Background: an optimization exercise with open tools, aiming at small area, a short achievable clock period and few clock cycles. Do not read the settings as production practice. The RTL was checked by simulation tests, not by an equivalence proof against the original design. Power is estimated from default activity; no workload was simulated.

===== flow/design.v =====
function automatic [3:0] board_index(input [1:0] dir, input integer k, input integer i);
	integer r;
	integer c;
	integer idx;
	begin
		case (dir)
			2'd0: begin
				r = k;
				c = i;
			end
			2'd1: begin
				r = k;
				c = 4 - 1 - i;
			end
			2'd2: begin
				r = i;
				c = k;
			end
			default: begin  
				r = 4 - 1 - i;
				c = k;
			end
		endcase
		idx = r * 4 + c;
		board_index = idx[3:0];
	end
endfunction
module line_merge (input [15:0] line_in, output logic [15:0] line_out, output logic changed);
	logic [3:0] a0,a1,a2,a3,p0,p1,p2,p3;
	logic z0,z1,z2,z3;
	logic e01,e12,e23,m0,m1,m2;
	logic [3:0] t0,t1,t2,t3;   
	logic w0,w1,w2;            
	function automatic [3:0] inc(input [3:0] x);
		inc = {x[3]^(x[2]&x[1]&x[0]), x[2]^(x[1]&x[0]), x[1]^x[0], ~x[0]};
	endfunction
	always_comb begin
		{a3,a2,a1,a0} = line_in;
		z0 = a0==0; z1 = a1==0; z2 = a2==0; z3 = a3==0;
		p0 = !z0 ? a0 : !z1 ? a1 : !z2 ? a2 : a3;
		case ({z0,z1})
			2'b00: p1 = a1;
			2'b01, 2'b10: p1 = !z2 ? a2 : a3;
			default: p1 = a3;  
		endcase
		if ({z0,z1} == 2'b11) p1 = (!z2) ? a3 : 4'd0;
		p2 = (!z0 && !z1 && !z2) ? a2 : ((z0 + z1 + z2) == 1 ? a3 : 4'd0);
		if ((z0 + z1 + z2) == 1 && z3) p2 = 0;
		p3 = (!z0 && !z1 && !z2) ? a3 : 4'd0;
		if (!(!z0 && !z1 && !z2 && !z3)) p3 = 0;
		e01 = p0 == p1 && p1 != 0;
		e12 = p1 == p2 && p2 != 0;
		e23 = p2 == p3 && p3 != 0;
		m0 = e01;
		m1 = !m0 && e12;
		m2 = !m1 && e23;
		if (m0) begin
			t0 = inc(p0); w0 = p0 == 15;
			t1 = m2 ? inc(p2) : p2; w1 = m2 && p2 == 15;
			t2 = m2 ? 4'd0 : p3; w2 = 0;
			t3 = 0;
		end else if (m1) begin
			t0 = p0; w0 = 0;
			t1 = inc(p1); w1 = p1 == 15;
			t2 = p3; w2 = 0;
			t3 = 0;
		end else begin
			t0 = p0; w0 = 0;
			t1 = p1; w1 = 0;
			t2 = m2 ? inc(p2) : p2; w2 = m2 && p2 == 15;
			t3 = m2 ? 4'd0 : p3;
		end
		line_out = {t3,t2,t1,t0};
		if (w0 && w1) line_out = {8'd0, t3, t2};
		else if (w0) line_out = {4'd0, t3, t2, t1};
		else if (w1) line_out = {4'd0, t3, t2, t0};
		else if (w2) line_out = {4'd0, t3, t1, t0};
		changed = (z0 && (!z1 || !z2 || !z3)) | (z1 && (!z2 || !z3)) | (z2 && !z3) | m0 | m1 | m2;
	end
endmodule
module g2048_top (
	input  logic        clk,
	input  logic        rst_n,
	input  logic        cyc,
	input  logic        stb,
	input  logic        we,
	input  logic [4:0]  adr,
	input  logic [31:0] dat_w,
	output logic [31:0] dat_r,
	output logic        ack
);
function automatic [3:0] board_index(input [1:0] dir, input integer k, input integer i);
	integer r;
	integer c;
	integer idx;
	begin
		case (dir)
			2'd0: begin
				r = k;
				c = i;
			end
			2'd1: begin
				r = k;
				c = 4 - 1 - i;
			end
			2'd2: begin
				r = i;
				c = k;
			end
			default: begin  
				r = 4 - 1 - i;
				c = k;
			end
		endcase
		idx = r * 4 + c;
		board_index = idx[3:0];
	end
endfunction
	logic [63:0] board;       
	logic [3:0]  lfsr;
	logic [3:0]  ph;          
	logic        pend;        
	logic [1:0]  dir;
	logic        chg;         
	logic [3:0]  rdat;
	logic        rst_q;       
	logic        wr_pend;     
	logic [3:0]  wr_adr;      
	logic        busy;
	logic        req;
	logic        wr_move;
	logic [15:0] wr_cell;     
	logic [3:0]  wr_dat;
	logic [15:0] line;        
	logic [15:0] merged;
	logic        changed;
	logic [15:0] wrev;        
	logic        sel_row;     
	logic        sel_col;     
	logic [3:0]  lfsr_next;
	logic [15:0] put;
	logic [63:0] cur;         
	logic        win;
	logic        lose;
	logic [3:0]  rd_data;
	assign busy    = |ph;
	assign req     = cyc && stb && !ack && !busy && !rst_q;
	assign wr_move = req && we && (adr == 5'd16);
	always_comb begin
		for (int i = 0; i < 4; i++)
			line[4*i +: 4] = board[4*board_index(dir, 0, i) +: 4];
	end
	line_merge u_merge (
		.line_in  (line),
		.line_out (merged),
		.changed  (changed)
	);
	always_comb begin
		for (int k = 0; k < 4; k++)
			wrev[4*k +: 4] = dir[0] ? merged[4*(3 - k) +: 4] : merged[4*k +: 4];
	end
	assign lfsr_next = {lfsr[2:0], lfsr[3] ^ lfsr[2]};
	always_comb begin
		logic [15:0] empty;
		logic [15:0] upper;
		logic [3:0]  ru;          
		logic [3:0]  re;          
		logic [15:0] fu;          
		logic [15:0] fe;
		logic [3:0]  gu;          
		logic [3:0]  ge;
		for (int r = 0; r < 4; r++)
			for (int c = 0; c < 4; c++) begin
				empty[4*r + c] = (board[4*(4*r + c) +: 4] == 4'd0);
				upper[4*r + c] = empty[4*r + c]
				                 && (r > lfsr_next[3:2] || (r == lfsr_next[3:2] && c >= lfsr_next[1:0]));
			end
		for (int r = 0; r < 4; r++) begin
			ru[r] = |upper[4*r +: 4];
			re[r] = |empty[4*r +: 4];
			for (int c = 0; c < 4; c++) begin
				fu[4*r + c] = upper[4*r + c];
				fe[4*r + c] = empty[4*r + c];
				for (int k = 0; k < c; k++) begin
					if (upper[4*r + k]) fu[4*r + c] = 1'b0;
					if (empty[4*r + k]) fe[4*r + c] = 1'b0;
				end
			end
		end
		for (int r = 0; r < 4; r++) begin
			gu[r] = ru[r];
			ge[r] = re[r];
			for (int k = 0; k < r; k++) begin
				if (ru[k]) gu[r] = 1'b0;
				if (re[k]) ge[r] = 1'b0;
			end
		end
		for (int j = 0; j < 16; j++)
			put[j] = pend && chg && ((|ru) ? (gu[j/4] && fu[j]) : (ge[j/4] && fe[j]));
		cur = board;
		for (int j = 0; j < 16; j++)
			cur[4*j] = board[4*j] | put[j];
	end
	always_comb begin
		logic full;
		logic pair;
		win  = 1'b0;
		full = 1'b1;
		pair = 1'b0;
		for (int q = 0; q < 16; q++) begin
			if (cur[4*q +: 4] == 4'd0) full = 1'b0;
			if (cur[4*q +: 4] == 11) win = 1'b1;
		end
		for (int r = 0; r < 4; r++)
			for (int c = 0; c < 3; c++)
				if (cur[4*(4*r + c) +: 4] == cur[4*(4*r + c + 1) +: 4]) pair = 1'b1;
		for (int r = 0; r < 3; r++)
			for (int c = 0; c < 4; c++)
				if (cur[4*(4*r + c) +: 4] == cur[4*(4*r + c + 4) +: 4]) pair = 1'b1;
		lose = full && !pair;
	end
	always_comb begin
		logic [3:0] rowv [4];
		logic [3:0] cellv;
		logic [3:0] stv;
		for (int r = 0; r < 4; r++)
			rowv[r] = adr[1] ? (adr[0] ? cur[4*(4*r + 3) +: 4] : cur[4*(4*r + 2) +: 4])
			                 : (adr[0] ? cur[4*(4*r + 1) +: 4] : cur[4*(4*r) +: 4]);
		cellv   = adr[3] ? (adr[2] ? rowv[3] : rowv[2]) : (adr[2] ? rowv[1] : rowv[0]);
		stv     = (adr[3:0] == 5'd17 - 5'd16) ? {1'b0, lose, win, busy} : 4'd0;
		rd_data = adr[4] ? stv : cellv;
	end
	always_comb begin
		for (int j = 0; j < 16; j++)
			wr_cell[j] = rst_q || (wr_pend && (wr_adr == j));
		wr_dat = rst_q ? 4'd0 : dat_w[3:0];
	end
	assign sel_row = busy && !dir[1] && !rst_q;
	assign sel_col = busy && dir[1] && !rst_q;
	always_ff @(posedge clk) begin
		for (int r = 0; r < 4; r++)
			for (int c = 0; c < 4; c++)
				board[4*(4*r + c) +: 4] <=
					({4{!busy && !wr_cell[4*r + c]}} & cur[4*(4*r + c) +: 4])
					| ({4{wr_cell[4*r + c]}} & wr_dat)
					| ({4{sel_row}} & ((r < 3) ? board[4*(4*(r + 1) + c) +: 4] : wrev[4*c +: 4]))
					| ({4{sel_col}} & ((c < 3) ? board[4*(4*r + c + 1) +: 4] : wrev[4*r +: 4]));
	end
	always_ff @(posedge clk) begin
		if (!rst_n)
			ack <= 1'b0;
		else
			ack <= req;
		rst_q   <= !rst_n;
		wr_pend <= rst_n && req && we && !adr[4];
		wr_adr  <= adr[3:0];
	end
	always_ff @(posedge clk) begin
		if (rst_q) begin
			ph   <= 4'd0;
			pend <= 1'b0;
			lfsr <= 4'b1001;
		end else begin
			ph   <= {ph[2:0], wr_move};
			pend <= ph[3];
			if (pend && chg)
				lfsr <= lfsr_next;
		end
	end
	always_ff @(posedge clk) begin
		if (!busy)
			dir <= dat_w[1:0];
		chg  <= busy && ((!ph[0] && chg) || changed);
		rdat <= rd_data;
	end
	assign dat_r = {28'd0, rdat};
endmodule

===== flow/flow/run.sh =====
#!/bin/bash
# Layout flow: the standard ORFS flow, with synthesis changed only in its
# technology mapping: no adder extraction (ADDER_MAP_FILE empty) and an
# area-oriented ABC script for the combinational logic, then ABC gate sizing. Registers, their
# names and cell types are as the standard synthesis makes them. The port
# buffers are buf_4 instead of the flow's pick. One tie cell drives all the
# constant outputs. Clock tree synthesis adds no dummy loads.
set -euo pipefail
HERE=$(pwd)
FLOW_DIR=$HERE/flow

# The read mux (from the address inputs to the read data register) is mapped
# on its own for depth first, as the address arrives late in the cycle; the
# rest of the logic is mapped for area.
cat > $HERE/own_synth.tcl <<'TCL'
proc abc {args} {
  set i [lsearch -exact $args -script]
  set stop ":-sky130_fd_sc_hd__dfxtp_1:-sky130_fd_sc_hd__edfxtp_1"
  yosys select -set rdmux i:adr %co*$stop c:rdat* %ci1 %ci*$stop %i {t:$_*} %i
  yosys tee -q -o $::env(OWN_FLOW_DIR)/../rdmux_cells.txt select -list @rdmux
  set fast $args
  lset fast [expr { $i + 1 }] $::env(OWN_FLOW_DIR)/abc_fast.script
  yosys abc {*}$fast -dont_use sky130_fd_sc_hd__mux4_1 -dont_use sky130_fd_sc_hd__mux4_2 -dont_use sky130_fd_sc_hd__mux4_4 @rdmux
  lset args [expr { $i + 1 }] $::env(OWN_FLOW_DIR)/abc_area.script
  yosys abc {*}$args
}
TCL
echo "source $HERE/synth_recipe.tcl" >> $HERE/own_synth.tcl
export OWN_FLOW_DIR=$FLOW_DIR

sed -e "s#SYNTH_SCRIPT=[^ ]*#SYNTH_SCRIPT=$HERE/own_synth.tcl ADDER_MAP_FILE= SKIP_REPAIR_TIE_FANOUT=1 SYNTH_INSBUF=0 BUFFER_PORTS_ARGS='-buffer_cell sky130_fd_sc_hd__buf_4' CTS_ARGS='-sink_clustering_enable -repair_clock_nets -buf_list {sky130_fd_sc_hd__clkbuf_4 sky130_fd_sc_hd__clkbuf_8} -dont_use_dummy_load'#" standard.sh > $HERE/own_standard.sh
grep -q "own_synth.tcl" $HERE/own_standard.sh

bash $HERE/own_standard.sh finish > $HERE/make_finish.log 2>&1

===== flow/flow/abc_area.script =====
strash
&get -n
&fraig -x
&put
scorr
dc2
balance
rewrite
refactor
balance
rewrite
rewrite -z
balance
refactor -z
rewrite -z
balance
strash
dch -f
amap
topo
stime -c
upsize -c -D 5000
dnsize -c -D 5000

===== flow/flow/abc_fast.script =====
strash
&get -n
&fraig -x
&put
scorr
dc2
strash
&get -n
&dch -f
&if -g -K 6
&synch2
&nf
&put
topo
stime -c
buffer -c
upsize -c
dnsize -c

===== flow/standard.sh =====
#!/bin/bash
# synth_recipe.tcl (not shown) runs the flow's synth.tcl, then flattens the netlist and writes it again
# the make line also repeats each setting of config.mk as NAME=value (left out here)
make -C /OpenROAD-flow-scripts/flow DESIGN_CONFIG=/design/flow/config.mk WORK_HOME=/design/flow/orfs CLKGATE_MAP_FILE= SYNTH_SCRIPT=/design/flow/synth_recipe.tcl "${@:-finish}"

===== flow/config.mk =====
export PLATFORM = sky130hd
export DESIGN_NAME = g2048_top
export DESIGN_NICKNAME = g2048_top
export VERILOG_FILES = /design/flow/design.v
export SDC_FILE = /design/flow/constraint.sdc
export NUM_CORES = 8
export LEC_CHECK = 0
export CAP_MARGIN = 20
export CORE_MARGIN = 2
export CORE_UTILIZATION = 40
export CTS_BUF_LIST = sky130_fd_sc_hd__clkbuf_4 sky130_fd_sc_hd__clkbuf_8
export SLEW_MARGIN = 20

===== flow/constraint.sdc =====
create_clock -name core_clock -period 30.0 [get_ports {clk}]
set_input_delay 6.0000 -clock core_clock [delete_from_list [all_inputs] [get_ports {clk}]]
set_output_delay 6.0000 -clock core_clock [all_outputs]
set_load 0.01 [all_outputs]

==> results of run 1 <==
routing by layer:
metal / vias up / part of all wire / GRT usage
met3: 155 / 0.13 / 0.0847
met2: 746 / 0.42 / 0.494
met1: 4318 / 0.39 / 0.449
met4: 0 / 0.054 / 0.146
li1: 4185 / - / -
met5: - / 0 / 0
critical path: cells and delay by family:
kind,cells,cell delay (ns)
AOI/OAI and AO/OA,1,0.15
buffers and inverters,1,0.33
muxes,1,0.39
and+or+nand+nor,2,0.47
flip-flops by register name, indices dropped and copies added, names as in the netlist:
name / count
wr_adr: 4
rdat: 4
ph: 4
rst_q: 1
ack: 1
pend: 1
board: 64
chg: 1
lfsr: 4
dir: 2
wr_pend: 1
cell families (layout without fill, tap and decap cells):
group / after synthesis / count (layout) / synth area share
multiplexers: 41 / 41 / 0.0571
AND/OR/NAND/NOR: 371 / 371 / 0.245
AO/OA/AOI/OAI: 385 / 385 / 0.371
flip-flops: 87 / 87 / 0.241
other: 1 / 1 / 0.000512
buffers and inverters: 153 / 176 / 0.0851
layout make-up:
| cell class | instances | area, um^2 | share of cell area |
|---|---|---|---|
| clock buffer | 9 | 124 | 0.0158 |
| multi-input combinational | 798 | 4950 | 0.631 |
| sequential | 87 | 1760 | 0.225 |
| tap | 229 | 287 | 0.0366 |
| inverter | 144 | 543 | 0.0693 |
| timing repair buffer | 23 | 173 | 0.0220 |
power groups by stage:
stage               Combinational (mW)  Clock [mW]  Sequential [mW]
floorplan                       0.0371           0            0.121
global placement                0.0495           0            0.121
detailed placement              0.0496           0            0.121
CTS                             0.0498      0.0684            0.118
global route                    0.0551      0.0734            0.119
finish                          0.0511      0.0688            0.119
metrics by stage:
step	setup slack (ns)	hold WS [ns]	instances	total power [mW]
after global placement	22.46	0.448	1281	0.171
after global routing	22.64	0.489	1290	0.247
after floorplan	23.01	0.415	1038	0.158
after CTS	22.91	0.474	1290	0.237
final	22.87	0.471	1290	0.238
after detailed placement	22.49	0.458	1281	0.171
worst max path at each step:
stage	end	slack, ns	depth (start not counted)
2_1_floorplan	rdat[2]	23.01	5
3_3_place_gp	ph[0]	22.46	5
3_5_place_dp	ph[0]	22.49	5
4_1_cts	rdat[2]	22.91	5
5_1_grt	rdat[2]	22.64	22
6_report	rdat[2]	22.87	5
Yosys cell counts, drive strengths merged (21+ instances only):
cell / count
a21oi: 29
o22ai: 123
mux2i: 38
o2111ai: 21
clkinv: 133
dfxtp: 85
nand3: 61
o21ai: 47
nor3: 30
o221ai: 28
a221oi: 21
a31oi: 34
nand2: 62
nor2: 125
nor4: 48
==> results.txt, run 1 <==
- Count of nets left with antenna violations after detail routing: 0
- Die Y-Extent: 139 um
- Fin. Hold Viols: 0
- Time the worst path needs with I/O delays and setup: 7.13 ns
- Type of element launching the critical path: input port
- Maximum number of pins on one net before global-route repair: 48
- Share of total power consumed by net switching: 0.328
- Root cell of the clock tree: clkbuf_8
- Synthesized flop and latch total: 87
- Required time at the worst-slack endpoint: 30.23 ns
- Count of yosys warnings during synthesis: 3
- # setup viols final: 0
- Number of core rows: 49
- Number of max-slew violations in the final report: 0
- Initial standard-cell utilization of the core: 0.407
- Worst r2r path cells: 22
- Clk pwr share: 0.288
- Number of antenna violations at the first check in global routing: 0
- Fill cells: about 1900
- Outcome: complete, no violations
- Worst R2R Start: lfsr[2]
- Area share of the largest cell type after synthesis: 0.233
- HPWL Detailed: around 24 mm
- Final period util: 0.238
- Leading register cell type out of synthesis: dfxtp_1
- Cell area after placement: just under 0.008 mm^2
- Leading cell type in the layout, fill and taps excluded: clkinv_1
- Die extent in x: 139 um
- Leakage Power: 2.41 nW
- Average wire per standard cell: 25.9 um
- Core footprint: 0.0180 mm^2
- Ant diodes: 0
- Worst stage delay on the critical path: 0.39 ns
- Total global routing overflow: 0
- Endpoint of the worst hold-timing path: ph[3]
- Sort of element at the end of the critical path: register
- Clock-pin slew on the worst setup and hold paths: 0.11 ns
- Sequential group share of total power: 0.497
- Maximum operating frequency: between 0.1 and 0.15 GHz
- Post-cts repair resize count: 0
- Main area contributors after synthesis: dfxtp_1 (23%), o22ai_1 (10%), clkinv_1 (6.8%), nor2_1 (6.3%), mux2i_1 (5.2%)
- Crit Path Category: in -> reg
- Worst-Skew Late Latency: 0.40 ns
- Synth cell types: 67
- Setup repair after global routing missed its margin: no
- EDFF count, synth: 2
- Hold wc startpoint: ph[2]
- Series of cell instances along the critical path: buf_4 -> mux2i_1 -> nor4_2 -> nor4_2 -> a22oi_1
- CP startpoint: adr[0]
- Combinational power share: 0.214
- H-Tree Depth: 3
- Initial detailed-routing violation count: between 1500 and 2000
- Headroom to the max-slew limit: 0.297
- Layout Area Growth over Synthesis: 7.04%
- Vias in the first global route: 8436
- Standard cell with the maximum stage delay on the critical path: mux2i_1
- Final worst clock skew: 0.0439 ns
- Post-synthesis async set-or-reset flop share: 0
- Port Buf Inserts: 18
- Layout Cell Area excl Fill: 0.00783 mm^2
- Cell count of the worst hold path: 1
- Drc violations: 0
- Worst-Margin Slew: just over 1 ns
- Worst vdd rail ir drop: 0.0000270 V
- CTS sink count: slightly below 90
- Layout cell share with drive strength beyond 1: 0.0566
- Vias per inst: ~7.3
- Number of hold-repair buffers added at the cts stage: 0
- Global routing usage summed across all routing layers: 0.331
- Cell area after technology mapping: 0.00732 mm^2
- Number of iterations in the first detailed-routing pass: 9
- Destination of the worst register-to-register timing path: rdat[2]
- Areal power density over the cells: 30.4 mW/mm^2
- Commonest cells after routing, fill and taps aside: clkinv_1 (133), o22ai_1 (122), nor2_1 (119), dfxtp_1 (85)
- Total Wirelength: 33.5 mm
- Count of vias placed by the detailed router: 9404
- Fraction of the yosys area taken by sequential cells: 0.241
- Util after Layout: 0.436
- Setup TNS after final layout: 0 ns
- Worst R2R Setup Slack: 22.92 ns
- Count of boundary I/O pins: 75
- Synthesized instance count: 1038
- CTS buffer count: 9
- Critical path fanouts, max: 27
- Number of maximum-capacitance constraint violations: 0
- Cell type with the highest aggregate area in the netlist: dfxtp_1
- Clock tree from TritonCTS: yes
- Psw: 78.3 uW
- Buffers inserted by post-CTS timing repair: 0
- Net count reported at finish: 1105
- GP Congestion: about 1.1
- Area of the die: roughly 0.019 mm^2
- Most used cell along the critical path: nor4_2
- Syn Nets: 1080
- Global-route wire length before repair: 50.6 mm
- Class of the tightest hold or removal check: reg -> reg
- Cell internal power dissipation: 160 uW
- Largest buffer count on any clock path: 2
- Mean post-synth cell area: 7.05 um^2
- Arrival time worst endpoint: 7.36 ns
Testbench counts, summed over its fixed seeds: cycles 70,728.
==> run 2, diff against run 1 <==
--- a/flow/design.v
+++ b/flow/design.v
@@ -130,7 +130,6 @@
 	logic        req;
 	logic        wr_move;
 	logic [15:0] wr_cell;     
-	logic [3:0]  wr_dat;
 	logic [15:0] line;        
 	logic [15:0] merged;
 	logic        changed;
@@ -232,8 +231,7 @@
 	end
 	always_comb begin
 		for (int j = 0; j < 16; j++)
-			wr_cell[j] = rst_q || (wr_pend && (wr_adr == j));
-		wr_dat = rst_q ? 4'd0 : dat_w[3:0];
+			wr_cell[j] = wr_pend && !rst_q && (wr_adr == j);
 	end
 	assign sel_row = busy && !dir[1] && !rst_q;
 	assign sel_col = busy && dir[1] && !rst_q;
@@ -241,8 +239,8 @@
 		for (int r = 0; r < 4; r++)
 			for (int c = 0; c < 4; c++)
 				board[4*(4*r + c) +: 4] <=
-					({4{!busy && !wr_cell[4*r + c]}} & cur[4*(4*r + c) +: 4])
-					| ({4{wr_cell[4*r + c]}} & wr_dat)
+					({4{!busy && !wr_cell[4*r + c] && !rst_q}} & cur[4*(4*r + c) +: 4])
+					| ({4{wr_cell[4*r + c]}} & dat_w[3:0])
 					| ({4{sel_row}} & ((r < 3) ? board[4*(4*(r + 1) + c) +: 4] : wrev[4*c +: 4]))
 					| ({4{sel_col}} & ((c < 3) ? board[4*(4*r + c + 1) +: 4] : wrev[4*r +: 4]));
 	end
--- a/flow/config.mk
+++ b/flow/config.mk
@@ -9,4 +9,4 @@
 export CORE_MARGIN = 2
 export CORE_UTILIZATION = 40
 export CTS_BUF_LIST = sky130_fd_sc_hd__clkbuf_4 sky130_fd_sc_hd__clkbuf_8
-export SLEW_MARGIN = 20
+export SLEW_MARGIN = 45
==> run 2 against run 1 <==
  * Area after synthesis is 0.19% higher
  * Fmax is 1.7% higher
  * Critical path type unchanged
  * Sequential share of layout area is 0.22 points lower
==> results.txt, run 2 <==
- Required time at the worst-slack endpoint: 30.28 ns
- Count of vias placed by the detailed router: 9457
- Leakage Power: 2.50 nW
- Global-route wire length before repair: between 50 and 60 mm
- Class of the tightest hold or removal check: reg -> reg
- H-Tree Depth: 3
- Area of the die: 0.0194 mm^2
- Drc violations: 0
- Count of boundary I/O pins: 75
- Port Buf Inserts: 18
- Cell count of the worst hold path: 1
- Global routing usage summed across all routing layers: 0.345
- Syn Nets: between 1000 and 1500
- Arrival time worst endpoint: 7.29 ns
- Cell area after placement: 0.00777 mm^2
- Largest buffer count on any clock path: 2
- Layout Area Growth over Synthesis: 7.88%
- Type of element launching the critical path: input port
- Area share of the largest cell type after synthesis: 0.232
- Layout Cell Area excl Fill: 0.00791 mm^2
- Leading register cell type out of synthesis: dfxtp_1
- Vias per inst: roughly 7.3
- Total global routing overflow: 0
- Buffers inserted by post-CTS timing repair: 0
- Fill cells: around 2000
- Number of core rows: 49
- Number of hold-repair buffers added at the cts stage: 0
- Root cell of the clock tree: clkbuf_8
- EDFF count, synth: 2
- GP Congestion: 1.01
- Core footprint: 0.0180 mm^2
- Initial detailed-routing violation count: 1834
- Clock tree from TritonCTS: yes
- Count of nets left with antenna violations after detail routing: 0
- Number of max-slew violations in the final report: 0
- Fin. Hold Viols: 0
- Post-synthesis async set-or-reset flop share: 0
- Number of antenna violations at the first check in global routing: 0
- Setup repair after global routing missed its margin: no
- Final worst clock skew: around 0.027 ns
- Outcome: complete, no violations
- CTS sink count: 87
- Destination of the worst register-to-register timing path: board[14]
- Time the worst path needs with I/O delays and setup: 7.01 ns
- Layout cell share with drive strength beyond 1: 0.0734
- Endpoint of the worst hold-timing path: ph[3]
- Number of maximum-capacitance constraint violations: 0
- CTS buffer count: 9
- Post-cts repair resize count: 0
- HPWL Detailed: ~25 mm
- Mean post-synth cell area: 7.11 um^2
- Worst r2r path cells: 24
- Flip-flop count of the largest register, all copies and words added: 64
- Dominant cell by count in the synthesized netlist: clkinv_1
- Worst-Margin Slew: 0.842 ns
- Net count reported at finish: around 1100
- Worst R2R Start: dir[0]
- Maximum number of pins on one net before global-route repair: 40
- Worst R2R Setup Slack: between 20 and 25 ns
- Worst vdd rail ir drop: 0.0000278 V
- # setup viols final: 0
- Ant diodes: 0
- Final period util: 0.234
- Total Wirelength: 34.7 mm
- Setup TNS after final layout: 0 ns
- Clock-pin slew on the worst setup and hold paths: 0.09 ns
- Commonest cells after routing, fill and taps aside: clkinv_1 (134), o22ai_1 (116), nor2_1 (115), dfxtp_1 (85), nand2_1 (75)
- Main area contributors after synthesis: dfxtp_1 (23%), o22ai_1 (9.9%), clkinv_1 (6.9%), nor2_1 (5.9%), mux2i_1 (5.2%)
- Number of iterations in the first detailed-routing pass: 6
- Die Y-Extent: between 100 and 150 um
- Fraction of the yosys area taken by sequential cells: 0.240
- Cell area after technology mapping: 0.00733 mm^2
- Vias in the first global route: between 8000 and 9000
- Sort of element at the end of the critical path: register
- Synthesized flop and latch total: 87
- Synthesized instance count: just over 1000
- Synth cell types: 63
- Critical path fanouts, max: 27
- Crit Path Category: in -> reg
- Count of yosys warnings during synthesis: 3
- Worst-Skew Late Latency: 0.39 ns
- Average wire per standard cell: 26.9 um
- Areal power density over the cells: 30.9 mW/mm^2
- Register name with the most flops: board
- Maximum operating frequency: 0.143 GHz
- Initial standard-cell utilization of the core: 0.408
- Hold wc startpoint: ph[2]
- Die extent in x: 139 um
- Headroom to the max-slew limit: 0.433
- Cell type with the highest aggregate area in the netlist: dfxtp_1
- Most frequent cells after synthesis: clkinv_1 (134), nor2_1 (116), o22ai_1 (116)
- Leading cell type in the layout, fill and taps excluded: clkinv_1
==> run 2: through the flow <==
stage	power [mW]	utilization	std cells	hold WS [ns]	setup WS, ns
floorplan	0.160	-	1031	0.418	23.01
global placement	0.176	0.431	1279	0.451	22.58
detailed placement	0.176	0.433	1282	0.467	22.60
CTS	0.243	0.440	1291	0.485	23.00
global route	0.253	0.440	1292	0.496	22.91
finish	0.245	0.440	1292	0.481	22.99
==> run 2: area by class of cell <==
type | count | area (um^2) | share of cell area
Multi-Input combinational cell | 786 | 4940 | 0.625
Clock buffer | 9 | 124 | 0.0157
Sequential cell | 87 | 1760 | 0.223
Tap cell | 229 | 287 | 0.0362
Inverter | 149 | 564 | 0.0713
Timing Repair Buffer | 32 | 230 | 0.0291
==> run 2: power breakdown <==
part           switching, mW  total [mW]  internal (mW)  leakage, nW
combinational         0.0398      0.0576         0.0178         1.73
sequential           0.00112       0.118          0.117        0.708
clock                 0.0423      0.0693         0.0270       0.0647
total                 0.0832       0.245          0.162         2.50
==> run 2: critical path: stages <==
cell and delay, ns:
buf_4 0.36, mux2i_1 0.42, nor4_2 0.07, nor4_2 0.30, a22oi_1 0.12
==> run 2: logic make-up (layout without fill, tap and decap cells) <==
family	after synthesis	count (layout)	share of synthesized area
simple gates	366	366	0.244
compound gates	378	378	0.370
buf+inv	158	190	0.0879
mux	41	41	0.0570
other cells	1	1	0.000511
flops	87	87	0.240
==> run 2: how the worst max path moves through the flow <==
stage	start	end	slack [ns]	cells past startpoint
finish	adr[0]	rdat[2]	22.99	5
global route	adr[2]	ph[0]	22.91	6
CTS	adr[0]	rdat[2]	23.00	5
detailed placement	adr[0]	rdat[2]	22.60	5
global placement	adr[2]	ph[0]	22.58	6
floorplan	adr[0]	rdat[2]	23.01	5
==> run 2: layer usage <==
layer / routed length [um] / vias to the layer above / GRT usage
li1: - / 4144 / -
met1: 14100 / 4393 / 0.481
met2: 14400 / 752 / 0.499
met3: 4150 / 168 / 0.0736
met4: 2100 / 0 / 0.181
met5: 0 / - / 0
Testbench counts of run 2, summed over its fixed seeds: cycles 70,728.
==> run 3, diff against run 2 <==
--- a/flow/config.mk
+++ b/flow/config.mk
@@ -9,4 +9,4 @@
 export CORE_MARGIN = 2
 export CORE_UTILIZATION = 40
 export CTS_BUF_LIST = sky130_fd_sc_hd__clkbuf_4 sky130_fd_sc_hd__clkbuf_8
-export SLEW_MARGIN = 45
+export SLEW_MARGIN = 20
==> run 3 against run 2 <==
  * Critical path type unchanged
  * Global-route usage is 0.24 points lower
  * Sequential share of layout area is 0.099 points higher
  * Still clean on timing, DRC and antenna
  * Sequential cell count stayed put
  * Utilization is 0.20 points lower
  * Count of clock-buffer cells in the layout stayed put
  * Critical endpoint unchanged
  * Clock skew is 0.0054 ns higher
  * Worst setup slack worse by 0.014 ns
  * Wire length is 0.85% lower
  * Power is 0.41% lower
  * Final cell count is 0.31% lower
==> results.txt, run 3 <==
- Total Wirelength: 34.4 mm
- Number of core rows: 49
- # setup viols final: 0
- GP Congestion: 1.01
- Final worst clock skew: about 0.032 ns
- Synthesized flop and latch total: 87
- Sort of element at the end of the critical path: register
- Outcome: complete, no violations
- Required time at the worst-slack endpoint: 30.27 ns
- Class of the tightest hold or removal check: reg -> reg
- Ant diodes: 0
- Flip-flop count of the largest register, all copies and words added: 64
- Core footprint: 0.0180 mm^2
- Worst-Skew Late Latency: 0.40 ns
- Hold wc startpoint: ph[2]
- Worst vdd rail ir drop: 0.0000262 V
- Clock-pin slew on the worst setup and hold paths: around 0.1 ns
- Multi-input gate area in the final layout: 0.00493 mm^2
- Leading register cell type out of synthesis: dfxtp_1
- Final setup slack of the worst path: 22.97 ns
- Port Buf Inserts: 18
- CTS sink count: 87
- Die Y-Extent: about 140 um
- Most frequent cells after synthesis: clkinv_1 (134), nor2_1 (116), o22ai_1 (116)
- Die extent in x: ~140 um
- Leakage Power: approximately 2.5 nW
- Post-synthesis async set-or-reset flop share: 0
- CP startpoint: adr[0]
- Global-route wire length before repair: 51.9 mm
- Sequential cell area: between 0.0015 and 0.002 mm^2
- Area share of the largest cell type after synthesis: 0.232
- Average wire per standard cell: ~27 um
- Maximum operating frequency: 0.142 GHz
- Type of element launching the critical path: input port
- Fin. Hold Viols: 0
- Number of maximum-capacitance constraint violations: 0
- Vias in the first global route: about 8600
- Number of antenna violations at the first check in global routing: 0
- Mean post-synth cell area: between 7 and 8 um^2
- Headroom to the max-slew limit: 0.284
- Number of max-slew violations in the final report: 0
- Count of boundary I/O pins: 75
- Net count reported at finish: 1103
- Time the worst path needs with I/O delays and setup: 7.03 ns
- Synth cell types: 63
- Critical path fanouts, max: 27
- Areal power density over the cells: 31.0 mW/mm^2
- Root cell of the clock tree: clkbuf_8
- Placement Setup Slack: 22.59 ns
- Arrival time worst endpoint: 7.30 ns
- Number of iterations in the first detailed-routing pass: 9
- Syn Nets: 1073
- Commonest cells after routing, fill and taps aside: clkinv_1 (134), o22ai_1 (116), nor2_1 (115), dfxtp_1 (85), nand2_1 (76)
- Count of yosys warnings during synthesis: 3
- Maximum number of pins on one net before global-route repair: 40
- Clock tree from TritonCTS: yes
- CTS buffer count: 9
- Dominant cell by count in the synthesized netlist: clkinv_1
- Layout cell share with drive strength beyond 1: 0.0689
- Register name with the most flops: board
- Number of hold-repair buffers added at the cts stage: 0
- Initial detailed-routing violation count: 1534
- Total global routing overflow: 0
- Vias per inst: 7.22
- Crit Path Category: in -> reg
- EDFF count, synth: 2
- Worst-Margin Slew: ~1.1 ns
- Setup TNS after final layout: 0 ns
- Cell area after technology mapping: 0.00733 mm^2
- Setup repair after global routing missed its margin: no
- Area of the die: 0.0194 mm^2
- Count of nets left with antenna violations after detail routing: 0
- Global routing usage summed across all routing layers: 0.343
- Fill cells: 1922
- HPWL Detailed: 25.1 mm
- Final period util: 0.234
- Initial standard-cell utilization of the core: 0.408
- Worst R2R Start: dir[0]
- Cell type with the highest aggregate area in the netlist: dfxtp_1
- Count of vias placed by the detailed router: roughly 9300
- Post-cts repair resize count: 0
- Leading cell type in the layout, fill and taps excluded: clkinv_1
- Fraction of the yosys area taken by sequential cells: 0.240
- Main area contributors after synthesis: dfxtp_1 (23%), o22ai_1 (9.9%), clkinv_1 (6.9%), nor2_1 (5.9%), mux2i_1 (5.2%)
- Buffers inserted by post-CTS timing repair: 0
- Layout Area Growth over Synthesis: 7.41%
- Largest buffer count on any clock path: 2
- Hold Worst Slack: around 0.47 ns
- Synthesized instance count: 1031
- H-Tree Depth: 3
- Drc violations: 0
[run 3: per-layer routing]
metal / up-vias / GRT usage / routed length (um)
li1: 4118 / - / -
met1: 4290 / 0.474 / 14100
met2: 718 / 0.489 / 14200
met3: 168 / 0.0816 / 4130
met4: 0 / 0.190 / 2100
met5: - / 0 / 0
[run 3: final cells by class]
cell class	instances	area share
Tap cell	229	0.0364
Multi-Input combinational cell	786	0.626
Inverter	149	0.0717
Timing Repair Buffer	28	0.0267
Clock buffer	9	0.0157
Sequential cell	87	0.224
[run 3: cells by family after synthesis]
logic type | synth area share
other | 0.000511
DFF | 0.240
AOI/OAI and AO/OA | 0.370
buffers and inverters | 0.0879
muxes | 0.0570
and+or+nand+nor | 0.244
[run 3: worst paths after layout]
check / end / slack, ns / cells after the start
worst max-delay path: rdat[2] / 22.97 / 5
worst min register to register: ph[3] / 0.47 / 1
worst min-delay path: ph[3] / 0.47 / 1
worst max register to register: board[14] / 23.77 / 24
[run 3: stage by stage]
step / cells / cell area (um^2) / total power, mW / utilization
after floorplan: 1031 / 7330 / 0.160 / -
after global placement: 1279 / 7750 / 0.176 / 0.431
after detailed placement: 1279 / 7750 / 0.176 / 0.431
after CTS: 1288 / 7880 / 0.242 / 0.438
after global routing: 1288 / 7880 / 0.252 / 0.438
final: 1288 / 7880 / 0.244 / 0.438
[run 3: critical path, cell delays in order]
cell and delay, ns:
buf_4 0.36, mux2_4 0.36, and3_4 0.18, nor4_2 0.25, a22oi_1 0.13
[run 3: power breakdown]
| group | internal (mW) | total (mW) | switching (mW) |
|---|---|---|---|
| Combinational | 0.0177 | 0.0568 | 0.0391 |
| Clock | 0.0269 | 0.0687 | 0.0418 |
| Sequential | 0.117 | 0.118 | 0.00144 |
| Total | 0.161 | 0.244 | 0.0823 |
==> run 4, diff against run 3 <==
--- a/flow/config.mk
+++ b/flow/config.mk
@@ -9,4 +9,5 @@
 export CORE_MARGIN = 2
 export CORE_UTILIZATION = 40
 export CTS_BUF_LIST = sky130_fd_sc_hd__clkbuf_4 sky130_fd_sc_hd__clkbuf_8
+export PLACE_DENSITY = 0.5
 export SLEW_MARGIN = 20
==> run 4 against run 3 <==
  * First-iteration DRC count shrank 13%
  * Sequential power about the same
  * Utilization is the same
  * Still clean
  * Critical endpoint unchanged
  * Largest power group unchanged
  * Synthesized cell count did not move
==> results.txt, run 4 <==
- Outcome: complete, no violations
- Met1 wire length: 15.3 mm
- Setup TNS after final layout: 0 ns
- Count of boundary I/O pins: 75
- Series of cell instances along the critical path: buf_4 -> mux2_4 -> and3_4 -> nor4_2 -> a22oi_1
- Standard cell with the maximum stage delay on the critical path: buf_4
- Hold wc startpoint: ph[3]
- Ant diodes: 0
- Detailed-routed wire length on met2: 14.4 mm
- GP Congestion: 1.01
- Worst stage delay on the critical path: 0.36 ns
- Worst r2r path cells: 26
- Cell area after technology mapping: 0.00733 mm^2
- HPWL Detailed: 26.4 mm
- Main area contributors after synthesis: dfxtp_1 (23%), o22ai_1 (9.9%), clkinv_1 (6.9%), nor2_1 (5.9%), mux2i_1 (5.2%)
- Initial standard-cell utilization of the core: 0.408
- Number of antenna violations at the first check in global routing: 0
- Cell count of the worst hold path: 1
- Vias in the first global route: 8478
- Post-cts repair resize count: 0
- Initial detailed-routing violation count: ~1300
- Buffers inserted by post-CTS timing repair: 0
- CTS buffer count: 9
- Synth cell types: 63
- EDFF count, synth: 2
- Worst path top cell family by delay: simple AND/OR/NAND/NOR gates
- Leading register cell type out of synthesis: dfxtp_1
- Syn Nets: 1073
- Largest buffer count on any clock path: 2
- Layout cell share with drive strength beyond 1: 0.0689
- CTS sink count: 87
- Core footprint: approximately 0.018 mm^2
- Worst R2R Start: dir[0]
- Clock tree from TritonCTS: yes
- Final period util: 0.234
- Global routing usage summed across all routing layers: 0.359
- Number of max-slew violations in the final report: 0
- Maximum operating frequency: 0.143 GHz
- Crit Path Category: in -> reg
- Worst-Skew Late Latency: 0.40 ns
- Clock-pin slew on the worst setup and hold paths: 0.10 ns
- Die Y-Extent: 139 um
- Number of iterations in the first detailed-routing pass: 6
- Worst-Margin Slew: ~0.95 ns
- Number of maximum-capacitance constraint violations: 0
- Total global routing overflow: 0
- Cell type with the highest aggregate area in the netlist: dfxtp_1
- Area share of the largest cell type after synthesis: 0.232
- # setup viols final: 0
- Drc violations: 0
- Register name with the most flops: board
- H-Tree Depth: 3
- Destination of the worst register-to-register timing path: board[44]
- Leakage Power: about 2.5 nW
- Total Wirelength: 35.9 mm
- Number of hold-repair buffers added at the cts stage: 0
- Endpoint of the worst hold-timing path: pend
- Post-synthesis async set-or-reset flop share: 0
- Port Buf Inserts: 18
- Maximum number of pins on one net before global-route repair: 40
- Vias per inst: 7.26
- Worst R2R Setup Slack: 24.04 ns
- Arrival time worst endpoint: 7.27 ns
- Count of vias placed by the detailed router: roughly 9400
- Highest metal layer with signal wires: met4
- Critical path fanouts, max: 27
- Count of nets left with antenna violations after detail routing: 0
- Class of the tightest hold or removal check: reg -> reg
- Synthesized instance count: 1031
- Setup repair after global routing missed its margin: no
- Final worst clock skew: 0.0323 ns
- Synthesized flop and latch total: 87
- Sort of element at the end of the critical path: register
- Global-route wire length before repair: about 53 mm
- Flip-flop count of the largest register, all copies and words added: 64
- Critical path buffer and inverter count: 1
- Non-filler instance count after layout: between 1000 and 1500
- DR WL met3: 3.70 mm
- Headroom to the max-slew limit: 0.367
- Type of element launching the critical path: input port
- Commonest cells after routing, fill and taps aside: clkinv_1 (134), o22ai_1 (116), nor2_1 (115), dfxtp_1 (85), nand2_1 (76)
- Areal power density over the cells: 31.3 mW/mm^2
- Fraction of the yosys area taken by sequential cells: 0.240
- Area of the die: approximately 0.019 mm^2
- Required time at the worst-slack endpoint: between 30 and 40 ns
- Count of yosys warnings during synthesis: 3
- Fin. Hold Viols: 0
- Average wire per standard cell: 27.8 um
- Die extent in x: 139 um
- Layout Area Growth over Synthesis: 7.41%
- Net count reported at finish: 1103
- Mean post-synth cell area: 7.11 um^2
- Most frequent cells after synthesis: clkinv_1 (134), nor2_1 (116), o22ai_1 (116)
- Worst vdd rail ir drop: approximately 0.000025 V
- Time the worst path needs with I/O delays and setup: 7.01 ns
- Leading cell type in the layout, fill and taps excluded: clkinv_1
- Root cell of the clock tree: clkbuf_8
- Dominant cell by count in the synthesized netlist: clkinv_1
- Number of core rows: 49
- Placed cell count: 1279
run 4: cell counts in the layout (fill, tap and decap cells not counted):
Identical to the previous run, type by type.
run 4: metrics by stage:
stage / utilization / power [mW] / hold WS (ns) / cell area (um^2) / setup slack [ns]
after detailed placement: 0.431 / 0.177 / 0.458 / 7750 / 22.62
after floorplan: - / 0.160 / 0.418 / 7330 / 23.01
after global placement: 0.431 / 0.177 / 0.456 / 7750 / 22.59
after global routing: 0.438 / 0.256 / 0.485 / 7880 / 22.97
after CTS: 0.438 / 0.246 / 0.473 / 7880 / 23.02
final: 0.438 / 0.247 / 0.468 / 7880 / 22.99
run 4: layout make-up:
type                       count  area (um^2)
fill                        1932        10100
timing repair buffer          28          210
multi-input combinational    786         4930
sequential                    87         1760
inverter                     149          564
clock buffer                   9          124
tap                          229          287
run 4: logic make-up (layout without fill, tap and decap cells):
logic type | Yosys count | count (layout) | synth area share
muxes | 41 | 41 | 0.0570
AOI/OAI and AO/OA | 378 | 378 | 0.370
and+or+nand+nor | 366 | 366 | 0.244
DFF | 87 | 87 | 0.240
buffers and inverters | 158 | 186 | 0.0879
other | 1 | 1 | 0.000511
run 4: how the worst max path moves through the flow:
| stage | start | to | cells after the start |
|---|---|---|---|
| floorplan | adr[0] | rdat[2] | 5 |
| global placement | adr[0] | rdat[2] | 5 |
| detailed placement | adr[0] | rdat[2] | 5 |
| CTS | adr[0] | rdat[2] | 5 |
| global route | adr[0] | rdat[2] | 5 |
| finish | adr[0] | rdat[2] | 5 |
run 4: power by group:
group          internal, mW  switching, mW
clock                0.0270         0.0435
sequential            0.117       0.000876
combinational        0.0178         0.0408
run 4: layer usage:
layer  up-vias  GRT usage
met1      4393      0.512
met4         0      0.208
met5         -          0
li1       4136          -
met3       163     0.0671
met2       664      0.502
==> run 5, diff against run 4 <==
--- a/flow/config.mk
+++ b/flow/config.mk
@@ -9,5 +9,5 @@
 export CORE_MARGIN = 2
 export CORE_UTILIZATION = 40
 export CTS_BUF_LIST = sky130_fd_sc_hd__clkbuf_4 sky130_fd_sc_hd__clkbuf_8
-export PLACE_DENSITY = 0.5
+export PLACE_DENSITY = 0.75
 export SLEW_MARGIN = 20
==> run 5 against run 4 <==
  * Clock skew is 0.016 ns higher
  * Via count rose by 0.41%
  * Die area unchanged
  * Clock power shrank 4.0%
  * Non-clock buffer count down 2
  * Largest power group unchanged
==> results.txt, run 5 <==
- Outcome: complete, no violations
- Vias per inst: 7.30
- Fill cells: 1865
- Maximum operating frequency: 0.143 GHz
- EDFF count, synth: 2
- Core footprint: roughly 0.018 mm^2
- Global-route wire length before repair: 49.5 mm
- Multi-input gate area in the final layout: around 0.0049 mm^2
- Die extent in x: 139 um
- CTS sink count: 87
- Count of yosys warnings during synthesis: 3
- Vias in the first global route: between 8000 and 9000
- H-Tree Depth: 3
- Register name with the most flops: board
- Flip-flop count of the largest register, all copies and words added: 64
- Sort of element at the end of the critical path: register
- Main area contributors after synthesis: dfxtp_1 (23%), o22ai_1 (9.9%), clkinv_1 (6.9%), nor2_1 (5.9%), mux2i_1 (5.2%)
- Required time at the worst-slack endpoint: 30.27 ns
- Area of the die: 0.0194 mm^2
- Number of maximum-capacitance constraint violations: 0
- Util after Layout: 0.438
- Initial standard-cell utilization of the core: 0.408
- CTS buffer count: 9
- Clock-pin slew on the worst setup and hold paths: 0.11 ns
- Post-synthesis async set-or-reset flop share: 0
- Root cell of the clock tree: clkbuf_8
- Post-cts repair resize count: 0
- Placement Setup Slack: between 20 and 25 ns
- Count of nets left with antenna violations after detail routing: 0
- Class of the tightest hold or removal check: reg -> reg
- Leakage Power: roughly 2.5 nW
- Dominant cell by count in the synthesized netlist: clkinv_1
- Average wire per standard cell: 25.2 um
- Layout Cell Area excl Fill: 0.00786 mm^2
- Mean post-synth cell area: 7.11 um^2
- Drc violations: 0
- Die Y-Extent: 139 um
- Fraction of the yosys area taken by sequential cells: 0.240
- Final setup slack of the worst path: 23.01 ns
- Time the worst path needs with I/O delays and setup: around 7.0 ns
- Sequential cell area: between 0.0015 and 0.002 mm^2
- Leading cell type in the layout, fill and taps excluded: clkinv_1
- Overall power after layout: between 200 and 250 uW
- Buffers inserted by post-CTS timing repair: 0
- Areal power density over the cells: 30.6 mW/mm^2
- Arrival time worst endpoint: 7.26 ns
- Largest buffer count on any clock path: 2
- Clock tree from TritonCTS: yes
- Worst-Margin Slew: 0.931 ns
- Crit Path Category: in -> reg
- Port Buf Inserts: 18
- Worst vdd rail ir drop: 0.0000391 V
- Synth cell types: 63
- Layout cell share with drive strength beyond 1: 0.0672
- Commonest cells after routing, fill and taps aside: clkinv_1 (134), o22ai_1 (116), nor2_1 (115), dfxtp_1 (85), nand2_1 (76)
- # setup viols final: 0
- Leading register cell type out of synthesis: dfxtp_1
- Cell area after technology mapping: around 0.0073 mm^2
- Final period util: 0.233
- Critical path fanouts, max: 27
- Count of vias placed by the detailed router: between 9000 and 10000
- Global routing usage summed across all routing layers: 0.322
- Count of boundary I/O pins: 75
- Initial detailed-routing violation count: 2005
- Synthesized instance count: 1031
- Net count reported at finish: 1101
- Number of antenna violations at the first check in global routing: 0
- Total Wirelength: 32.4 mm
- Setup TNS after final layout: 0 ns
- HPWL Detailed: approximately 24 mm
- GP Congestion: 1.09
- Headroom to the max-slew limit: 0.374
- Most frequent cells after synthesis: clkinv_1 (134), nor2_1 (116), o22ai_1 (116)
- Number of iterations in the first detailed-routing pass: 8
- Type of element launching the critical path: input port
- Total global routing overflow: 0
- Area share of the largest cell type after synthesis: 0.232
- Ant diodes: 0
- Fin. Hold Viols: 0
- Synthesized flop and latch total: a little under 90
- Number of core rows: 49
- Number of hold-repair buffers added at the cts stage: 0
- Maximum number of pins on one net before global-route repair: 40
- Cell type with the highest aggregate area in the netlist: dfxtp_1
- Number of max-slew violations in the final report: 0
- Setup repair after global routing missed its margin: no
- Worst-Skew Late Latency: slightly above 0.4 ns
- Syn Nets: between 1000 and 1500
- Cell area after placement: 0.00774 mm^2
- Layout Area Growth over Synthesis: 7.20%
- Final worst clock skew: ~0.049 ns
[run 5: cell counts after synthesis]
No cell type changed its count.
[run 5: critical path, cell delays in order]
cell	delay, ns
buf_4	0.34
mux2_4	0.35
and3_4	0.18
nor4_2	0.25
a22oi_1	0.13
[run 5: layer usage]
metal	track usage	vias to the layer above	wire length, um
li1	-	4129	-
met1	0.425	4290	12500
met2	0.474	786	13200
met3	0.0902	189	4490
met4	0.175	0	2300
met5	0.00501	-	0
[run 5: kinds of logic (layout without fill, tap and decap cells)]
kind of cell,count (synthesis),count (layout),share of synthesized area
AO/OA/AOI/OAI,378,378,0.370
AND/OR/NAND/NOR,366,366,0.244
buffers and inverters,158,184,0.0879
flip-flops,87,87,0.240
multiplexers,41,41,0.0570
other,1,1,0.000511
[run 5: layout make-up]
type / count / share of cell area
Clock buffer: 9 / 0.0158
Inverter: 149 / 0.0718
Multi-Input combinational cell: 786 / 0.627
Sequential cell: 87 / 0.224
Tap cell: 229 / 0.0365
Timing Repair Buffer: 26 / 0.0248
[run 5: stage by stage]
step	hold slack (ns)	instances
final	0.472	1286
after global routing	0.483	1286
after CTS	0.473	1286
after detailed placement	0.457	1277
after global placement	0.444	1277
after floorplan	0.418	1031
[run 5: report_power, final]
group | internal [mW] | total (mW) | switching, mW
sequential | 0.117 | 0.119 | 0.00191
combinational | 0.0176 | 0.0544 | 0.0367
clock | 0.0269 | 0.0677 | 0.0408
total | 0.161 | 0.241 | 0.0794
[run 5: final timing paths]
check        slack, ns    from  cells past startpoint        end
max              23.01  adr[0]                      5    rdat[2]
min               0.47   ph[2]                      1      ph[3]
max reg2reg      23.93  dir[1]                     25  board[62]
min reg2reg       0.47   ph[2]                      1      ph[3]
==> run 6, diff against run 5 <==
--- a/flow/flow/abc_area.script
+++ b/flow/flow/abc_area.script
@@ -19,5 +19,5 @@
 amap
 topo
 stime -c
-upsize -c -D 5000
-dnsize -c -D 5000
+upsize -c -D 5500
+dnsize -c -D 5500
==> run 6 against run 5 <==
  * Largest power group unchanged
  * Fmax shrank 1.2%
  * Critical endpoint unchanged
  * Global-route usage increased by 0.36 points
  * Die area down 0.55%
  * Largest cell class unchanged
  * Register-to-register slack got worse by 0.72 ns
  * Power up 0.74%
==> results.txt, run 6 <==
- Worst R2R Start: dir[0]
- Most used cell along the critical path: nor4_2
- Layout Area Growth over Synthesis: 7.35%
- Mean post-synth cell area: 7.07 um^2
- Core footprint: 0.0179 mm^2
- Worst-Skew Late Latency: around 0.41 ns
- Average wire per standard cell: 25.3 um
- Synthesized instance count: 1031
- Cell count of the worst hold path: 1
- CTS buffer count: 9
- Worst-Margin Slew: 0.962 ns
- Cell type with the highest aggregate area in the netlist: dfxtp_1
- Drc violations: 0
- Headroom to the max-slew limit: 0.359
- Flip-flop count of the largest register, all copies and words added: 64
- Root cell of the clock tree: clkbuf_8
- Main area contributors after synthesis: dfxtp_1 (23%), o22ai_1 (10%), clkinv_1 (7.4%), nor2_1 (6.2%), mux2i_1 (5.2%)
- Area of the die: 0.0193 mm^2
- Series of cell instances along the critical path: buf_4 -> mux2i_1 -> nor4_2 -> nor4_2 -> a22oi_1
- Die Y-Extent: 139 um
- Register name with the most flops: board
- Worst R2R Setup Slack: 23.21 ns
- Number of core rows: 49
- Destination of the worst register-to-register timing path: board[62]
- Time the worst path needs with I/O delays and setup: 7.07 ns
- Number of iterations in the first detailed-routing pass: 9
- Setup repair after global routing missed its margin: no
- Hold Worst Slack: 0.476 ns
- Non-filler instance count after layout: 1287
- Placed cell count: 1278
- Total global routing overflow: 0
- Die extent in x: approximately 140 um
- Port Buf Inserts: 18
- Commonest cells after routing, fill and taps aside: clkinv_1 (144), nor2_1 (119), o22ai_1 (116), dfxtp_1 (85), nand2_1 (78)
- H-Tree Depth: 3
- Post-cts repair resize count: 0
- Fraction of the yosys area taken by sequential cells: 0.242
- Maximum operating frequency: 0.141 GHz
- Fin. Hold Viols: 0
- Hold wc startpoint: ph[2]
- Clock-pin slew on the worst setup and hold paths: 0.11 ns
- Overall power after layout: 242 uW
- Syn Nets: 1073
- Count of vias placed by the detailed router: roughly 9400
- Ant diodes: 0
- Worst path top cell family by delay: multiplexers
- # setup viols final: 0
- Crit Path Category: in -> reg
- Class of the tightest hold or removal check: reg -> reg
- Leakage Power: 2.46 nW
- Type of element launching the critical path: input port
- Post-synthesis async set-or-reset flop share: 0
- Cell area after technology mapping: 0.00729 mm^2
- Leading register cell type out of synthesis: dfxtp_1
- Net count reported at finish: 1102
- Clock tree from TritonCTS: yes
- Count of nets left with antenna violations after detail routing: 0
- Count of yosys warnings during synthesis: 3
- Number of antenna violations at the first check in global routing: 0
- Global routing usage summed across all routing layers: 0.325
- Arrival time worst endpoint: between 7 and 8 ns
- Areal power density over the cells: 31.0 mW/mm^2
- Setup TNS after final layout: 0 ns
- Global-route wire length before repair: 49.6 mm
- Initial standard-cell utilization of the core: 0.407
- Largest buffer count on any clock path: 2
- Number of max-slew violations in the final report: 0
- Synth cell types: between 60 and 70
- Worst vdd rail ir drop: 0.0000246 V
- Placement Setup Slack: 22.57 ns
- EDFF count, synth: 2
- GP Congestion: 1.05
- Worst r2r path cells: 24
- Endpoint of the worst hold-timing path: ph[3]
- Synthesized flop and latch total: 87
- Buffers inserted by post-CTS timing repair: 0
- Final worst clock skew: 0.0339 ns
- Critical path buffer and inverter count: 1
- Final period util: 0.236
- Dominant cell by count in the synthesized netlist: clkinv_1
- Final setup slack of the worst path: 22.93 ns
- Vias per inst: approximately 7.3
- Sort of element at the end of the critical path: register
- Standard cell with the maximum stage delay on the critical path: mux2i_1
- Vias in the first global route: 8584
- Number of hold-repair buffers added at the cts stage: 0
- Outcome: complete, no violations
- Maximum number of pins on one net before global-route repair: 38
- Worst stage delay on the critical path: 0.43 ns
- Critical path fanouts, max: 27
- Layout cell share with drive strength beyond 1: 0.0520
- Area share of the largest cell type after synthesis: 0.233
- Initial detailed-routing violation count: ~1800
- Number of maximum-capacitance constraint violations: 0
- Leading cell type in the layout, fill and taps excluded: clkinv_1
- Required time at the worst-slack endpoint: 30.27 ns
- CTS sink count: between 80 and 90
- Count of boundary I/O pins: 75
- HPWL Detailed: 23.9 mm
- Most frequent cells after synthesis: clkinv_1 (144), nor2_1 (120), o22ai_1 (116)
- Total Wirelength: 32.6 mm
[run 6: cell types whose count changed in the layout (fill, tap and decap cells not counted), sizes merged]
cell | previous run | this run
clkinv | 134 | 144
inv | 15 | 5
buf | 26 | 27
[run 6: layer usage]
layer  vias up  global-route usage  share of wire
met2       798               0.483           0.42
met5         -             0.00752              0
met3       181              0.0984           0.14
li1       4133                   -              -
met4         0               0.145          0.052
met1      4294               0.435           0.39
[run 6: kinds of logic after synthesis]
group	count (synthesis)	synth area share
muxes	41	0.0573
buffers and inverters	158	0.0884
and+or+nand+nor	366	0.241
DFF	87	0.242
other	1	0.000514
AOI/OAI and AO/OA	378	0.371
[run 6: stage by stage]
step | area [um^2] | utilization
3_3_place_gp | 7700 | 0.430
6_report | 7830 | 0.437
4_1_cts | 7830 | 0.437
2_1_floorplan | 7290 | -
5_1_grt | 7830 | 0.437
3_5_place_dp | 7700 | 0.430
[run 6: cell type report]
type	instances	area [um^2]
multi-input cells	786	4890
clock buffers	9	124
fillers	1889	10100
flip-flops and latches	87	1760
inverters	149	564
repair buffers	27	203
well taps	229	287
[run 6: how the worst max path moves through the flow]
stage	from	end	depth (start not counted)
2_1_floorplan	adr[0]	rdat[2]	5
3_3_place_gp	adr[0]	rdat[2]	5
3_5_place_dp	adr[0]	rdat[2]	5
4_1_cts	adr[0]	rdat[2]	5
5_1_grt	dir[0]	board[47]	24
6_report	adr[0]	rdat[2]	5
[run 6: power by group]
| group | switching, mW | internal, mW |
|---|---|---|
| Clock | 0.0430 | 0.0269 |
| Sequential | 0.00138 | 0.117 |
| Combinational | 0.0370 | 0.0174 |
==> run 7, diff against run 6 <==
--- a/flow/flow/run.sh
+++ b/flow/flow/run.sh
@@ -28,7 +28,7 @@
 echo "source $HERE/synth_recipe.tcl" >> $HERE/own_synth.tcl
 export OWN_FLOW_DIR=$FLOW_DIR
 
-sed -e "s#SYNTH_SCRIPT=[^ ]*#SYNTH_SCRIPT=$HERE/own_synth.tcl ADDER_MAP_FILE= SKIP_REPAIR_TIE_FANOUT=1 SYNTH_INSBUF=0 BUFFER_PORTS_ARGS='-buffer_cell sky130_fd_sc_hd__buf_4' CTS_ARGS='-sink_clustering_enable -repair_clock_nets -buf_list {sky130_fd_sc_hd__clkbuf_4 sky130_fd_sc_hd__clkbuf_8} -dont_use_dummy_load'#" standard.sh > $HERE/own_standard.sh
+sed -e "s#SYNTH_SCRIPT=[^ ]*#SYNTH_SCRIPT=$HERE/own_synth.tcl ADDER_MAP_FILE= SKIP_REPAIR_TIE_FANOUT=1 SYNTH_INSBUF=0 BUFFER_PORTS_ARGS='-buffer_cell sky130_fd_sc_hd__buf_4' CTS_ARGS='-sink_clustering_enable -repair_clock_nets -buf_list {sky130_fd_sc_hd__clkbuf_4 sky130_fd_sc_hd__clkbuf_8} -dont_use_dummy_load -sink_clustering_size 25'#" standard.sh > $HERE/own_standard.sh
 grep -q "own_synth.tcl" $HERE/own_standard.sh
 
 bash $HERE/own_standard.sh finish > $HERE/make_finish.log 2>&1
--- a/flow/flow/abc_area.script
+++ b/flow/flow/abc_area.script
@@ -19,5 +19,5 @@
 amap
 topo
 stime -c
-upsize -c -D 5500
-dnsize -c -D 5500
+upsize -c -D 5000
+dnsize -c -D 5000
--- a/flow/config.mk
+++ b/flow/config.mk
@@ -9,5 +9,4 @@
 export CORE_MARGIN = 2
 export CORE_UTILIZATION = 40
 export CTS_BUF_LIST = sky130_fd_sc_hd__clkbuf_4 sky130_fd_sc_hd__clkbuf_8
-export PLACE_DENSITY = 0.75
 export SLEW_MARGIN = 20
==> run 7 against run 6 <==
  * Utilization up 0.12 points
  * Critical path depth unchanged
  * Synthesized cell count did not move
  * Wire length increased by 5.7%
  * Clock power down 2%
  * Via count shrank 1.2%
  * Non-clock buffer count rose by 1
  * Sequential share of layout area fell by 0.14 points
  * Final cell count barely moved
  * Clock skew decreased by 0.0020 ns
  * Count of clock-buffer cells in the layout is the same
  * Sequential cell count did not move
  * Critical path type unchanged
  * Largest cell class unchanged
  * Highest routed layer unchanged
==> results.txt, run 7 <==
- Setup repair after global routing missed its margin: no
- DR WL met3: 4.13 mm
- Number of max-slew violations in the final report: 0
- Sequential cell area: 0.00176 mm^2
- Die Y-Extent: roughly 140 um
- CTS buffer count: 9
- Root cell of the clock tree: clkbuf_8
- Drc violations: 0
- Dominant cell by count in the synthesized netlist: clkinv_1
- Leading cell type in the layout, fill and taps excluded: clkinv_1
- Count of nets left with antenna violations after detail routing: 0
- Arrival time worst endpoint: 7.30 ns
- Headroom to the max-slew limit: 0.284
- Outcome: complete, no violations
- Sort of element at the end of the critical path: register
- Post-synthesis async set-or-reset flop share: 0
- Highest metal layer with signal wires: met4
- Commonest cells after routing, fill and taps aside: clkinv_1 (134), o22ai_1 (116), nor2_1 (115), dfxtp_1 (85), nand2_1 (76)
- Total global routing overflow: 0
- Largest buffer count on any clock path: 2
- Final worst clock skew: 0.0319 ns
- Type of element launching the critical path: input port
- Required time at the worst-slack endpoint: 30.27 ns
- Syn Nets: 1073
- Cell area after technology mapping: 0.00733 mm^2
- Series of cell instances along the critical path: buf_4 -> mux2_4 -> and3_4 -> nor4_2 -> a22oi_1
- Worst-Margin Slew: 1.06 ns
- Worst stage delay on the critical path: 0.36 ns
- Cell type with the highest aggregate area in the netlist: dfxtp_1
- Initial detailed-routing violation count: approximately 1500
- Average wire per standard cell: 26.7 um
- Parity-gate share of the synthesized area counting xor and xnor cells: 0
- Areal power density over the cells: 31.0 mW/mm^2
- Ant diodes: 0
- Time the worst path needs with I/O delays and setup: 7.03 ns
- Vias in the first global route: 8577
- H-Tree Depth: 3
- Worst-Skew Late Latency: around 0.40 ns
- Global-route wire length before repair: 51.9 mm
- Fraction of the yosys area taken by sequential cells: 0.240
- Destination of the worst register-to-register timing path: board[14]
- Port Buf Inserts: 18
- Crit Path Category: in -> reg
- Cell count of the worst hold path: 1
- Count of yosys warnings during synthesis: 3
- Synthesized flop and latch total: 87
- Worst R2R Setup Slack: 23.77 ns
- Clock tree from TritonCTS: yes
- GP Congestion: about 1.0
- Maximum number of pins on one net before global-route repair: 40
- Hold wc startpoint: ph[2]
- Initial standard-cell utilization of the core: 0.408
- Synthesized instance count: 1031
- CTS sink count: 87
- Compound-gate portion of the synthesized area: 0.370
- Endpoint of the worst hold-timing path: ph[3]
- Vias per inst: around 7.2
- Util after Layout: 0.438
- Worst R2R Start: dir[0]
- Cell area after placement: 0.00775 mm^2
- Number of antenna violations at the first check in global routing: 0
- Most frequent cells after synthesis: clkinv_1 (134), nor2_1 (116), o22ai_1 (116)
- Met1 wire length: 14.1 mm
- Main area contributors after synthesis: dfxtp_1 (23%), o22ai_1 (9.9%), clkinv_1 (6.9%), nor2_1 (5.9%), mux2i_1 (5.2%)
- Main combinational cell family by area after synthesis: compound AO/OA/AOI/OAI gates
- Fill cells: about 1900
- Die extent in x: 139 um
- Net count reported at finish: between 1000 and 1500
- Core footprint: 0.0180 mm^2
- Synth cell types: 63
- # setup viols final: 0
- Global routing usage summed across all routing layers: 0.343
- Mean post-synth cell area: approximately 7 um^2
- Area share of the largest cell type after synthesis: 0.232
- Count of boundary I/O pins: 75
- Final period util: 0.234
- Leading register cell type out of synthesis: dfxtp_1
- Worst vdd rail ir drop: 0.0000262 V
- Layout Cell Area excl Fill: 0.00788 mm^2
- Register name with the most flops: board
- Fin. Hold Viols: 0
- Detailed-routed wire length on met2: 14.2 mm
- Number of maximum-capacitance constraint violations: 0
- Number of iterations in the first detailed-routing pass: 9
- Setup TNS after final layout: 0 ns
- Area of the die: between 0.015 and 0.02 mm^2
- HPWL Detailed: 25.1 mm
- Layout cell share with drive strength beyond 1: 0.0689
- Standard cell with the maximum stage delay on the critical path: buf_4
- Multiplexer area fraction after synthesis: 0.0570
- Leakage Power: 2.49 nW
- Post-Synth Adder-Cell Area: 0
- Multi-input gate area in the final layout: 0.00493 mm^2
- Critical path fanouts, max: 27
- Number of core rows: 49
- Flip-flop count of the largest register, all copies and words added: 64
- Number of hold-repair buffers added at the cts stage: 0
- Count of vias placed by the detailed router: 9294
- Class of the tightest hold or removal check: reg -> reg
- Worst r2r path cells: 24
- Maximum operating frequency: 0.142 GHz
- Post-synthesis share of cell area spent on and, or, nand and nor gates: 0.244
- Clock-pin slew on the worst setup and hold paths: 0.10 ns
- Total Wirelength: roughly 34 mm
- Buffers inserted by post-CTS timing repair: 0
- Post-cts repair resize count: 0
- Layout Area Growth over Synthesis: 7.41%
- EDFF count, synth: 2
==> run 7: cell types whose count changed after synthesis, moves of 2 or more <==
cell,delta
inv_2,+9
nor2_1,-4
nand2_1,-2
clkinv_1,-10
nand2_2,+2
nor2_2,+3
==> run 7: power by group <==
group	leakage (nW)	switching, mW	internal, mW
sequential	0.708	0.00144	0.117
combinational	1.71	0.0391	0.0177
clock	0.0647	0.0418	0.0269
==> run 7: worst max-delay path, delay by kind of cell <==
family	cells	cell delay, ns
AOI/OAI and AO/OA	1	0.13
buffers and inverters	1	0.36
muxes	1	0.36
and+or+nand+nor	2	0.43
==> run 7: worst max path at each step <==
stage	startpoint	endpoint	slack, ns	cells after the start
final	adr[0]	rdat[2]	22.97	5
after global routing	adr[0]	rdat[2]	22.92	5
after CTS	adr[0]	rdat[2]	22.99	5
after detailed placement	adr[0]	rdat[2]	22.59	5
after global placement	adr[2]	ph[0]	22.58	6
after floorplan	adr[0]	rdat[2]	23.01	5
==> run 7: routing by layer <==
metal / vias to the layer above / GRT usage
li1: 4118 / -
met1: 4290 / 0.474
met2: 718 / 0.489
met3: 168 / 0.0816
met4: 0 / 0.190
met5: - / 0
==> run 7: kinds of logic (layout without fill, tap and decap cells) <==
family | Yosys count | count (layout)
mux | 41 | 41
buf+inv | 158 | 186
simple gates | 366 | 366
other cells | 1 | 1
flops | 87 | 87
compound gates | 378 | 378
==> run 7: through the flow <==
stage / power (mW) / setup slack [ns] / hold WS, ns / instances
5_1_grt: 0.252 / 22.92 / 0.484 / 1288
3_3_place_gp: 0.176 / 22.58 / 0.451 / 1279
2_1_floorplan: 0.160 / 23.01 / 0.418 / 1031
6_report: 0.244 / 22.97 / 0.469 / 1288
3_5_place_dp: 0.176 / 22.59 / 0.456 / 1279
4_1_cts: 0.242 / 22.99 / 0.471 / 1288
==> run 7: area by class of cell <==
cell class,instances,area share
flip-flops and latches,87,0.224
multi-input cells,786,0.626
clock buffers,9,0.0157
inverters,149,0.0717
well taps,229,0.0364
repair buffers,28,0.0267

## port drivers added, routing unchanged
How much do the figures lean on ideal ports? The routed layouts below were timed once more, with nothing changed but the port constraints.
Step 1 assumes that a clkbuf_16 drives the clock port and a buf_2 every other input.
Step 2, shift: input delay + t, output delay - t, t = (earliest + latest rising clock arrival at the registers) / 2. This alone moves slack from input paths to output paths.
Three values: no drivers, after step 1, after step 2; two values: the first two.
run	shift t [ns]	setup slack, ns	worst setup path at the end
run 1	0.424	22.869 / 22.889 / 22.465	input to register
run 2	0.426	22.987 / 23.009 / 22.582	input to register
run 3	0.425	22.973 / 22.988 / 22.563	input to register
run 4	0.427	22.993 / 23.012 / 22.584	input to register
run 5	0.418	23.011 / 23.016 / 22.597	input to register
run 6	0.427	22.926 / 22.933 / 22.506	input to register
run 7	0.425	22.973 / 22.988 / 22.563	input to register
After both steps setup and hold are still met in every run listed. The setup slack of run 6, which loses most, moves by +0.007 ns with the drivers and by -0.420 ns with both steps.
